Source: an optimization exercise on an open RTL-to-GDS flow (aim: small area, a short achievable clock period and few clock cycles per item). Production flows keep margins and buffers that such runs may drop.
RTL that was checked went through simulation tests only; none was proved equivalent to the original.
Power figures rest on the tool's default switching activity, not on a simulated workload.

// sdram_pixel_reader
module sdram_pixel_reader #(
  parameter DEPTH = sdram_pixel_reader_pkg::DEF_FIFO_DEPTH
) (
  input  logic        clk_clk,
  input  logic        reset_reset_n,
  input  logic        start,
  input  logic [31:0] base_addr,
  input  logic [23:0] length_words,
  output logic        busy,
  output logic        done,
  output logic [31:0] avm_address,
  output logic        avm_read,
  output logic [3:0]  avm_burstcount,
  input  logic        avm_waitrequest,
  input  logic [31:0] avm_readdata,
  input  logic        avm_readdatavalid,
  output logic [31:0] src_data,
  output logic        src_valid,
  input  logic        src_ready,
  output logic        src_endofpacket
);
For scale: about 1600 cells after synthesis, about 170 I/O pins, roughly 25000 um2 of cells after synthesis.
clock: 6.5 ns
lec_check: 0
cap_margin: 20
core_margin: 2
core_utilization: 40
cts_cluster_diameter: 60
cts_cluster_size: 24
setup_slack_margin: 4.2
slew_margin: 20
run.sh (not shown) runs the stock make flow with config.mk's settings and CLKGATE_MAP_FILE= SYNTH_SCRIPT=/design/flow/synth_recipe.tcl, a recipe that flattens the netlist after the stock synthesis.
Change:
CTS_CLUSTER_DIAMETER = not set   (was 60)
CTS_CLUSTER_SIZE = not set   (was 24)
The new run finished clean.
Via count increases by 1.5%.
Sequential power barely changes.
Die area does not change.
Count of clock-buffer cells in the layout rises by 38.
Wire length grows by about 1.5%.
No run of this note included a check of the RTL's function; only the layout flow was run.

---

sdram_pixel_reader, a different RTL version from the one above (not shown whole).
Size in the first run: about 1600 cells after synthesis, roughly 630 flip-flops, ~170 I/O pins.
clock: 6.5 ns
lec_check: 0
cap_margin: 20
core_margin: 2
core_utilization: 40
cts_buf_list: sky130_fd_sc_hd__clkbuf_8
setup_slack_margin: 4.2
slew_margin: 20
The first run completed with no timing, DRC or antenna violations.
Testbench counts at the start, summed over its fixed seeds: cycles 382,109, items 220,665.
Then changed:
==> flow/flow/run.sh (new file) <==
#!/bin/bash
# Layout flow: the standard ORFS flow, with two changes:
#  - the port buffers that global placement inserts are buf_1 cells (timing
#    repair resizes them as needed) instead of the default delay-type buffer;
#  - clock tree synthesis clusters up to 25 sinks within 90 um per leaf
#    buffer, which needs fewer clock buffers.
set -e
cp standard.sh standard.sh.txt
export BUFFER_PORTS_ARGS="-buffer_cell sky130_fd_sc_hd__buf_1"
export CTS_ARGS="-sink_clustering_enable -sink_clustering_size 25 -sink_clustering_max_diameter 90 -repair_clock_nets"
bash standard.sh > standard.log 2>&1
==> flow/standard.sh (new file) <==
#!/bin/bash
# synth_recipe.tcl (not shown) runs the flow's synth.tcl, then flattens the netlist and writes it again
# the make line also repeats each setting of config.mk as NAME=value (left out here)
make -C /OpenROAD-flow-scripts/flow DESIGN_CONFIG=/design/flow/config.mk WORK_HOME=/design/flow/orfs CLKGATE_MAP_FILE= SYNTH_SCRIPT=/design/flow/synth_recipe.tcl "${@:-finish}"
- CTS_BUF_LIST: sky130_fd_sc_hd__clkbuf_8 -> default
removed: flow/run.sh
After rerunning: The changed run produced a clean layout; design area decreases by 5.3%; power is lower by 11%; clock skew is higher by 0.0061 ns; wire length shrinks by 2.8%; utilization goes down by 2.5 points; sequential power is about the same; via count decreases by 3.6%.
Then changed:
- CORE_UTILIZATION: 40 -> 60
- SETUP_SLACK_MARGIN: 4.2 -> 4.0
What happened: Cell area shrinks slightly. Clock power grows by a few percent. Hold slack is about the same. Power is about the same. Sequential power barely changes. Cell count goes down by roughly a tenth. Count of clock-buffer cells in the layout rises by 14.
Then changed:
--- a/flow/flow/run.sh
+++ b/flow/flow/run.sh
@@ -5 +5 @@
-#  - clock tree synthesis clusters up to 25 sinks within 90 um per leaf
+#  - clock tree synthesis clusters up to 30 sinks within 100 um per leaf
@@ -10 +10 @@
-export CTS_ARGS="-sink_clustering_enable -sink_clustering_size 25 -sink_clustering_max_diameter 90 -repair_clock_nets"
+export CTS_ARGS="-sink_clustering_enable -sink_clustering_size 30 -sink_clustering_max_diameter 100 -repair_clock_nets"
- CORE_UTILIZATION: 60 -> 40
- SETUP_SLACK_MARGIN: 4.0 -> 4.2
The new run went through all stages and came out clean; die area went up by 49%; global-route usage drops by 8.0 points; cell count goes up by 11%; wire length climbs by 6.0%; worst setup slack improves by 0.0079 ns; power drops by 1.4%.

---

harbor:
The RTL this note starts from:
==> flow/design.v <==
package sdram_pixel_reader_pkg;
  localparam int DEF_BURST_LEN = 8;
  localparam int DEF_FIFO_DEPTH = 16;
endpackage
module pixel_rx_fifo #(
  parameter DATA_W = 32,
  parameter DEPTH  = 16
) (
  input  logic              clk_clk,
  input  logic              reset_reset_n,
  input  logic              push_i,
  input  logic [DATA_W-1:0] wdata_i,
  input  logic              ready_i,
  output logic [DATA_W-1:0] rdata_o,
  output logic              valid_o,
  output logic              pop_o,
  output logic              valid_d_o
);
  localparam M     = DEPTH - 1;
  localparam CNT_W = $clog2(M + 1);
  logic [DATA_W-1:0] mem_q [M];
  logic [M-1:0]      wr_oh_q, rd_oh_q;
  logic [CNT_W-1:0]  cnt_q, cnt_d;
  logic              full_q;
  logic [DATA_W-1:0] head_q, head_d;
  logic              hv_q;      
  logic              hvn_q;     
  logic              take, stored, from_mem, bypass, wr_adv;
  logic [DATA_W-1:0] mem_rd;
  always_comb begin
    mem_rd = '0;
    for (int i = 0; i < M; i++)
      mem_rd = mem_rd | (mem_q[i] & {DATA_W{rd_oh_q[i]}});
  end
  assign stored    = (cnt_q != '0);
  assign pop_o     = !hvn_q && ready_i;
  assign take      = hvn_q || ready_i;
  assign from_mem  = take && stored;
  assign bypass    = take && !stored;
  assign wr_adv    = push_i && !bypass;
  assign valid_d_o = !take || stored || push_i;
  assign head_d = ({DATA_W{from_mem}} & mem_rd)
                | ({DATA_W{bypass}}   & wdata_i)
                | ({DATA_W{!take}}    & head_q);
  always_comb begin
    cnt_d = cnt_q;
    if (wr_adv && !from_mem)      cnt_d = cnt_q + 1'b1;
    else if (!wr_adv && from_mem) cnt_d = cnt_q - 1'b1;
  end
  always_ff @(posedge clk_clk) begin
    for (int i = 0; i < M; i++)
      if (wr_oh_q[i] && !full_q) mem_q[i] <= wdata_i;
    head_q <= head_d;
  end
  always_ff @(posedge clk_clk or negedge reset_reset_n) begin
    if (!reset_reset_n) begin
      wr_oh_q <= M'(1);
      rd_oh_q <= M'(1);
      cnt_q   <= '0;
      full_q  <= 1'b0;
      hv_q    <= 1'b0;
      hvn_q   <= 1'b1;
    end else begin
      if (wr_adv)   wr_oh_q <= {wr_oh_q[M-2:0], wr_oh_q[M-1]};
      if (from_mem) rd_oh_q <= {rd_oh_q[M-2:0], rd_oh_q[M-1]};
      cnt_q  <= cnt_d;
      full_q <= (cnt_d == CNT_W'(M));
      hv_q   <= valid_d_o;
      hvn_q  <= !valid_d_o;
    end
  end
  assign rdata_o = head_q;
  assign valid_o = hv_q;
endmodule
module sdram_pixel_reader #(
  parameter DEPTH = sdram_pixel_reader_pkg::DEF_FIFO_DEPTH
) (
  input  logic        clk_clk,
  input  logic        reset_reset_n,
  input  logic        start,
  input  logic [31:0] base_addr,
  input  logic [23:0] length_words,
  output logic        busy,
  output logic        done,
  output logic [31:0] avm_address,
  output logic        avm_read,
  output logic [3:0]  avm_burstcount,
  input  logic        avm_waitrequest,
  input  logic [31:0] avm_readdata,
  input  logic        avm_readdatavalid,
  output logic [31:0] src_data,
  output logic        src_valid,
  input  logic        src_ready,
  output logic        src_endofpacket
);
  localparam UW = $clog2(DEPTH + 9);
  logic        busy_q, done_q, read_q, pend_q, acc_q;
  logic        idle_q;
  logic [26:0] blk_q, blk_d;    
  logic [4:0]  off_q, off_d;    
  logic [20:0] nb_q;            
  logic [2:0]  part_q;          
  logic [2:0]  ge_q;
  logic [UW-1:0] room_q;        
  logic [3:0]  burst_q, burst_d;
  logic [UW-1:0] used_q, sum_q;
  logic        eop_q;
  logic        accept, pop, len_nz, pend_after, hold;
  logic [3:0]  burst_after, burst_ld;
  logic        ok_now, ok_after;
  logic        fifo_valid_d;
  logic        last_d;
  logic [UW-1:0] sum_acc;
  assign accept = read_q && !avm_waitrequest;
  assign len_nz = (length_words != '0);
  assign burst_after = ge_q[1] ? 4'd8 : {1'b0, part_q};
  assign pend_after  = ge_q[1] || (ge_q[0] && (part_q != '0));
  assign burst_ld    = (length_words[23:3] != '0) ? 4'd8 : {1'b0, length_words[2:0]};
  assign ok_now   = pop ? (sum_q <= UW'(DEPTH + 1)) : (sum_q <= UW'(DEPTH));
  assign ok_after = ge_q[1] ? (pop ? (sum_q <= UW'(DEPTH - 7)) : (sum_q <= UW'(DEPTH - 8)))
                            : (pop ? (sum_q <= room_q + UW'(1)) : (sum_q <= room_q));
  assign last_d = acc_q ? (!pend_after && (pop ? (sum_q == UW'(2)) : (sum_q == UW'(1))))
                        : (!pend_q     && (pop ? (used_q == UW'(2)) : (used_q == UW'(1))));
  assign sum_acc = sum_q + UW'(burst_after);
  pixel_rx_fifo #(
    .DATA_W (32),
    .DEPTH  (DEPTH)
  ) u_fifo (
    .clk_clk       (clk_clk),
    .reset_reset_n (reset_reset_n),
    .push_i        (avm_readdatavalid),
    .wdata_i       (avm_readdata),
    .ready_i       (src_ready),
    .rdata_o       (src_data),
    .valid_o       (src_valid),
    .pop_o         (pop),
    .valid_d_o     (fifo_valid_d)
  );
  assign hold    = !idle_q && !acc_q;
  assign blk_d   = ({27{idle_q}} & base_addr[31:5])
                 | ({27{acc_q}}  & (blk_q + 27'd1))
                 | ({27{hold}}   & blk_q);
  assign off_d   = ({5{idle_q}}  & base_addr[4:0])
                 | ({5{!idle_q}} & off_q);
  assign burst_d = ({4{idle_q}}  & burst_ld)
                 | ({4{acc_q}}   & burst_after)
                 | ({4{hold}}    & burst_q);
  always_ff @(posedge clk_clk) begin
    blk_q   <= blk_d;
    off_q   <= off_d;
    burst_q <= burst_d;
    if (idle_q) begin
      nb_q    <= length_words[23:3];
      part_q  <= length_words[2:0];
      ge_q[0] <= (length_words[23:3] != '0);
      ge_q[1] <= (length_words[23:4] != '0);
      ge_q[2] <= (length_words[23:5] != '0) || (length_words[4] && length_words[3]);
      room_q  <= UW'(DEPTH) - UW'(length_words[2:0]);
    end else if (acc_q) begin
      if (ge_q[0]) nb_q   <= nb_q - 21'd1;
      else         part_q <= '0;
      ge_q    <= {(nb_q[20:2] != '0), ge_q[2:1]};
    end
  end
  always_ff @(posedge clk_clk or negedge reset_reset_n) begin
    if (!reset_reset_n) begin
      busy_q <= 1'b0;
      idle_q <= 1'b1;
      done_q <= 1'b0;
      read_q <= 1'b0;
      acc_q  <= 1'b0;
      pend_q <= 1'b0;
      used_q <= '0;
      sum_q  <= '0;
      eop_q  <= 1'b0;
    end else begin
      acc_q <= !idle_q && accept;
      if (idle_q) begin
        busy_q <= start && len_nz;
        idle_q <= !(start && len_nz);
        done_q <= start && !len_nz;
        read_q <= start && len_nz;
        pend_q <= 1'b1;
        used_q <= '0;
        sum_q  <= UW'(burst_ld);
        eop_q  <= 1'b0;
      end else begin
        busy_q <= !(pop && eop_q);
        idle_q <= pop && eop_q;
        done_q <= pop && eop_q;
        if (acc_q) begin
          read_q <= pend_after && ok_after;
          pend_q <= pend_after;
          used_q <= pop ? sum_q - UW'(1) : sum_q;
          sum_q  <= pop ? sum_acc - UW'(1) : sum_acc;
        end else begin
          if (accept)       read_q <= 1'b0;
          else if (!read_q) read_q <= pend_q && ok_now;
          used_q <= pop ? used_q - UW'(1) : used_q;
          sum_q  <= pop ? sum_q - UW'(1) : sum_q;
        end
        eop_q  <= fifo_valid_d && last_d;
      end
    end
  end
  assign busy            = busy_q;
  assign done            = done_q;
  assign avm_address     = {blk_q, off_q};
  assign avm_read        = read_q;
  assign avm_burstcount  = burst_q;
  assign src_endofpacket = eop_q;
endmodule
Settings: LEC_CHECK=0, CAP_MARGIN=20, CORE_MARGIN=2, CORE_UTILIZATION=65, SETUP_SLACK_MARGIN=4.0, SLEW_MARGIN=20; clock period 6.5 ns.
standard.sh (not shown) runs the stock make flow with config.mk's settings and CLKGATE_MAP_FILE= SYNTH_SCRIPT=/design/flow/synth_recipe.tcl, a recipe that flattens the netlist after the stock synthesis.
==> flow/flow/run.sh <==
#!/bin/bash
# Layout flow: the standard ORFS flow, with two changes:
#  - the port buffers that global placement inserts are buf_1 cells (timing
#    repair resizes them as needed) instead of the default delay-type buffer;
#  - clock tree synthesis clusters up to 25 sinks within 90 um per leaf
#    buffer, which needs fewer clock buffers.
set -e
cp standard.sh standard.sh.txt
export BUFFER_PORTS_ARGS="-buffer_cell sky130_fd_sc_hd__buf_1"
export CTS_ARGS="-sink_clustering_enable -sink_clustering_size 25 -sink_clustering_max_diameter 90 -repair_clock_nets"
bash standard.sh > standard.log 2>&1
harbor was carried through to the last stage, and its layout satisfied the timing, design-rule and antenna checks.
Testbench counts of harbor, summed over its fixed seeds: cycles 382,195, items 220,665.
Relative to harbor, the following input files were edited for zinc:
# harbor
export LEC_CHECK = 0
export CAP_MARGIN = 20
export CORE_MARGIN = 2
export CORE_UTILIZATION = 65
export SETUP_SLACK_MARGIN = 4.0
export SLEW_MARGIN = 20
create_clock -name core_clock -period 6.5 [get_ports {clk_clk}]
# zinc
export LEC_CHECK = 0
export ABC_AREA = 1
export CAP_MARGIN = 20
export CORE_MARGIN = 2
export CORE_UTILIZATION = 60
export SETUP_SLACK_MARGIN = 4.0
export SLEW_MARGIN = 20
create_clock -name core_clock -period 6.5 [get_ports {clk_clk}]
==> comparison <==
Between harbor and zinc, the final critical path time including I/O delays and setup is higher for zinc. Combinational power (higher): zinc. Total power of zinc is higher than that of harbor. When the final numbers for harbor and zinc were put side by side, the clock share of power turned out to be greater in harbor. Taking harbor as the reference point, the complex-gate fraction of the synthesized area of zinc falls by 6.9 points. Of the two values seen for capturing instance or port of the critical path, src_endofpacket was produced by zinc and src_data[8] by harbor. Diff harbor -> zinc | number of global-route vias before repair | up by more than 10%. harbor → zinc: die area saw an increase, met1 wire length shows an increase of about 15%. Final-layout clock buffer total ends up lower on zinc.
--- input diff zinc..maple ---
# zinc
export LEC_CHECK = 0
export ABC_AREA = 1
export CAP_MARGIN = 20
export CORE_MARGIN = 2
export CORE_UTILIZATION = 60
export SETUP_SLACK_MARGIN = 4.0
export SLEW_MARGIN = 20
create_clock -name core_clock -period 6.5 [get_ports {clk_clk}]
# maple
export LEC_CHECK = 0
export CAP_MARGIN = 20
export CORE_MARGIN = 2
export CORE_UTILIZATION = 40
export SETUP_SLACK_MARGIN = 4.2
export SLEW_MARGIN = 20
create_clock -name core_clock -period 6.5 [get_ports {clk_clk}]
==> flow/flow/run.sh <==
#!/bin/bash
# Layout flow: the standard ORFS flow, with two changes:
#  - the port buffers that global placement inserts are buf_1 cells (timing
#    repair resizes them as needed) instead of the default delay-type buffer;
#  - clock tree synthesis clusters up to 30 sinks within 100 um per leaf
#    buffer, which needs fewer clock buffers.
set -e
cp standard.sh standard.sh.txt
export BUFFER_PORTS_ARGS="-buffer_cell sky130_fd_sc_hd__buf_1"
export CTS_ARGS="-sink_clustering_enable -sink_clustering_size 30 -sink_clustering_max_diameter 100 -repair_clock_nets"
bash standard.sh > standard.log 2>&1
### Flow results
maple closes out successfully: all stages finished, all timing, DRC and antenna checks passed. Final critical delay including setup and external delays delta (maple -> zinc): insignificant. Count of vias placed by the detailed router ends up lower on maple. Diff zinc -> maple | cell count | down by more than 10%. Post-synthesis instance total down about 30% in maple wrt zinc. Summary of the comparison: data-path buffer share of cell area in the final layout is higher in maple, relative to zinc. The run showing the smaller global-route usage is maple. For fill cell total of the finished layout, dividing the value from zinc by the value from maple gives 0.63. Relative to zinc, fraction of synthesized cell area in xor and xnor cells has gone up in maple. Taking zinc as the reference, in maple part of the Yosys area used for sequential elements picked up an extra 4.0 points; proportion of cell area occupied by registers has increased.
Input-level comparison between raven and maple:
# maple
export LEC_CHECK = 0
export CAP_MARGIN = 20
export CORE_MARGIN = 2
export CORE_UTILIZATION = 40
export SETUP_SLACK_MARGIN = 4.2
export SLEW_MARGIN = 20
create_clock -name core_clock -period 6.5 [get_ports {clk_clk}]
# raven
export LEC_CHECK = 0
export CAP_MARGIN = 20
export CORE_MARGIN = 2
export CORE_UTILIZATION = 70
export SETUP_SLACK_MARGIN = 4.0
export SLEW_MARGIN = 20
create_clock -name core_clock -period 6.5 [get_ports {clk_clk}]
==> flow/flow/run.sh <==
#!/bin/bash
# Layout flow: the standard ORFS flow, with two changes:
#  - the port buffers that global placement inserts are buf_1 cells (timing
#    repair resizes them as needed) instead of the default delay-type buffer;
#  - clock tree synthesis clusters up to 25 sinks within 90 um per leaf
#    buffer, which needs fewer clock buffers.
set -e
cp standard.sh standard.sh.txt
export BUFFER_PORTS_ARGS="-buffer_cell sky130_fd_sc_hd__buf_1"
export CTS_ARGS="-sink_clustering_enable -sink_clustering_size 25 -sink_clustering_max_diameter 90 -repair_clock_nets"
bash standard.sh > standard.log 2>&1
--- outcome ---
raven: full flow OK, the timing, design-rule and antenna checks passed
Of the two values seen for top layer reached by signal wires, met5 was produced by maple and met4 by raven.
Compared raven vs maple, and wire length per cell after detailed routing is up in raven.
Diff maple..raven | path length in cells of the critical path | unchanged
Going from maple to raven, area of the multi-input gates -110 sq um; setup slack increased 0.045 ns; total global routing track utilization rose by 13 points; via count essentially unchanged.
--- input diff raven..garnet ---
# raven
export LEC_CHECK = 0
export CAP_MARGIN = 20
export CORE_MARGIN = 2
export CORE_UTILIZATION = 70
export SETUP_SLACK_MARGIN = 4.0
export SLEW_MARGIN = 20
create_clock -name core_clock -period 6.5 [get_ports {clk_clk}]
# garnet
export LEC_CHECK = 0
export CAP_MARGIN = 20
export CORE_MARGIN = 2
export CORE_UTILIZATION = 60
export SETUP_SLACK_MARGIN = 3.9
export SLEW_MARGIN = 20
create_clock -name core_clock -period 6.5 [get_ports {clk_clk}]
Results
- In the flow results for raven and garnet, the worst path setup slack after routing is larger on raven.
- On total of fill cells in the finished design: garnet sits above raven.
- Of raven and garnet, the run reporting the lower final area was garnet.
- Between raven and garnet, minimum setup slack after placement is higher for raven, garnet comes in under that.
- Changes observed in garnet relative to raven: layout clock buffer count shrank by 1, wire length of the first global-routing pass grew by 2.5%.
- Looking at raven and garnet, the register area is a wash.
Edits applied to the flow inputs when going from garnet to amber:
# garnet
export LEC_CHECK = 0
export CAP_MARGIN = 20
export CORE_MARGIN = 2
export CORE_UTILIZATION = 60
export SETUP_SLACK_MARGIN = 3.9
export SLEW_MARGIN = 20
create_clock -name core_clock -period 6.5 [get_ports {clk_clk}]
# amber
export LEC_CHECK = 0
export CAP_MARGIN = 20
export CORE_MARGIN = 2
export CORE_UTILIZATION = 60
export SETUP_SLACK_MARGIN = 4.0
export SLEW_MARGIN = 20
create_clock -name core_clock -period 6.5 [get_ports {clk_clk}]
[summary]
Diff amber..garnet | initial antenna violation count | negligible
| clock-pin slew on the worst setup and hold paths | garnet vs amber | ≈ equal |
For fraction of power spent switching nets, garnet and amber come out practically identical.
Diff garnet -> amber: share of the core filled with cells higher; minimum clock period fell by 0.15 ns; met3 global-route usage went up 0.33 points; count of cell instances traversed by the critical path fell 5.
amber completed every stage of the flow, and the final layout passed the timing, design-rule and antenna checks.

[afterwards: timing with drivers on the ports]
How much do the figures lean on ideal ports? The routed layouts below were timed once more, with nothing changed but the port constraints.
Step 1, drivers: a clkbuf_16 drives clk_clk and a buf_2 each remaining input, both assumed.
Step 2 moves the port delays by t, midway between the first and last clock arrival at a register: inputs arrive t later, outputs are due t later. That takes back most of the time a late clock gives input paths.
Three values: ideal, step 1, step 2; two values: the first two.
run	t (ns)	slack for setup (ns)	worst setup path at the end	cell pins on the clock port's net
the first run of note 1	0.659	3.951 / 3.887 / 3.630	input to register	1
the second run of note 1	0.649	3.976 / 3.917 / 3.598	input to register	1
the first run of note 2	0.748	3.906 / 3.851 / 3.496	input to register	1
the second run of note 2	0.680	3.940 / 3.877 / 3.566	input to register	1
the third run of note 2	0.659	3.949 / 3.895 / 3.425	input to register	1
the fourth run of note 2	0.651	3.957 / 3.902 / 3.589	input to register	1
harbor	0.652	4.032 / 3.977 / 3.444	input to register	1
zinc	0.680	3.988 / 3.926 / 3.630	input to register	1
maple	0.673	3.986 / 3.925 / 3.579	input to register	1
raven	0.667	4.031 / 3.975 / 3.465	input to register	1
garnet	0.651	3.873 / 3.873 / 3.247	input to register	1
amber	0.679	4.019 / 3.960 / 3.483	input to register	1
After both steps setup and hold are still met in every run listed. The setup slack of garnet, which loses most, moves by 0.000 ns with the drivers and by -0.626 ns with both steps.
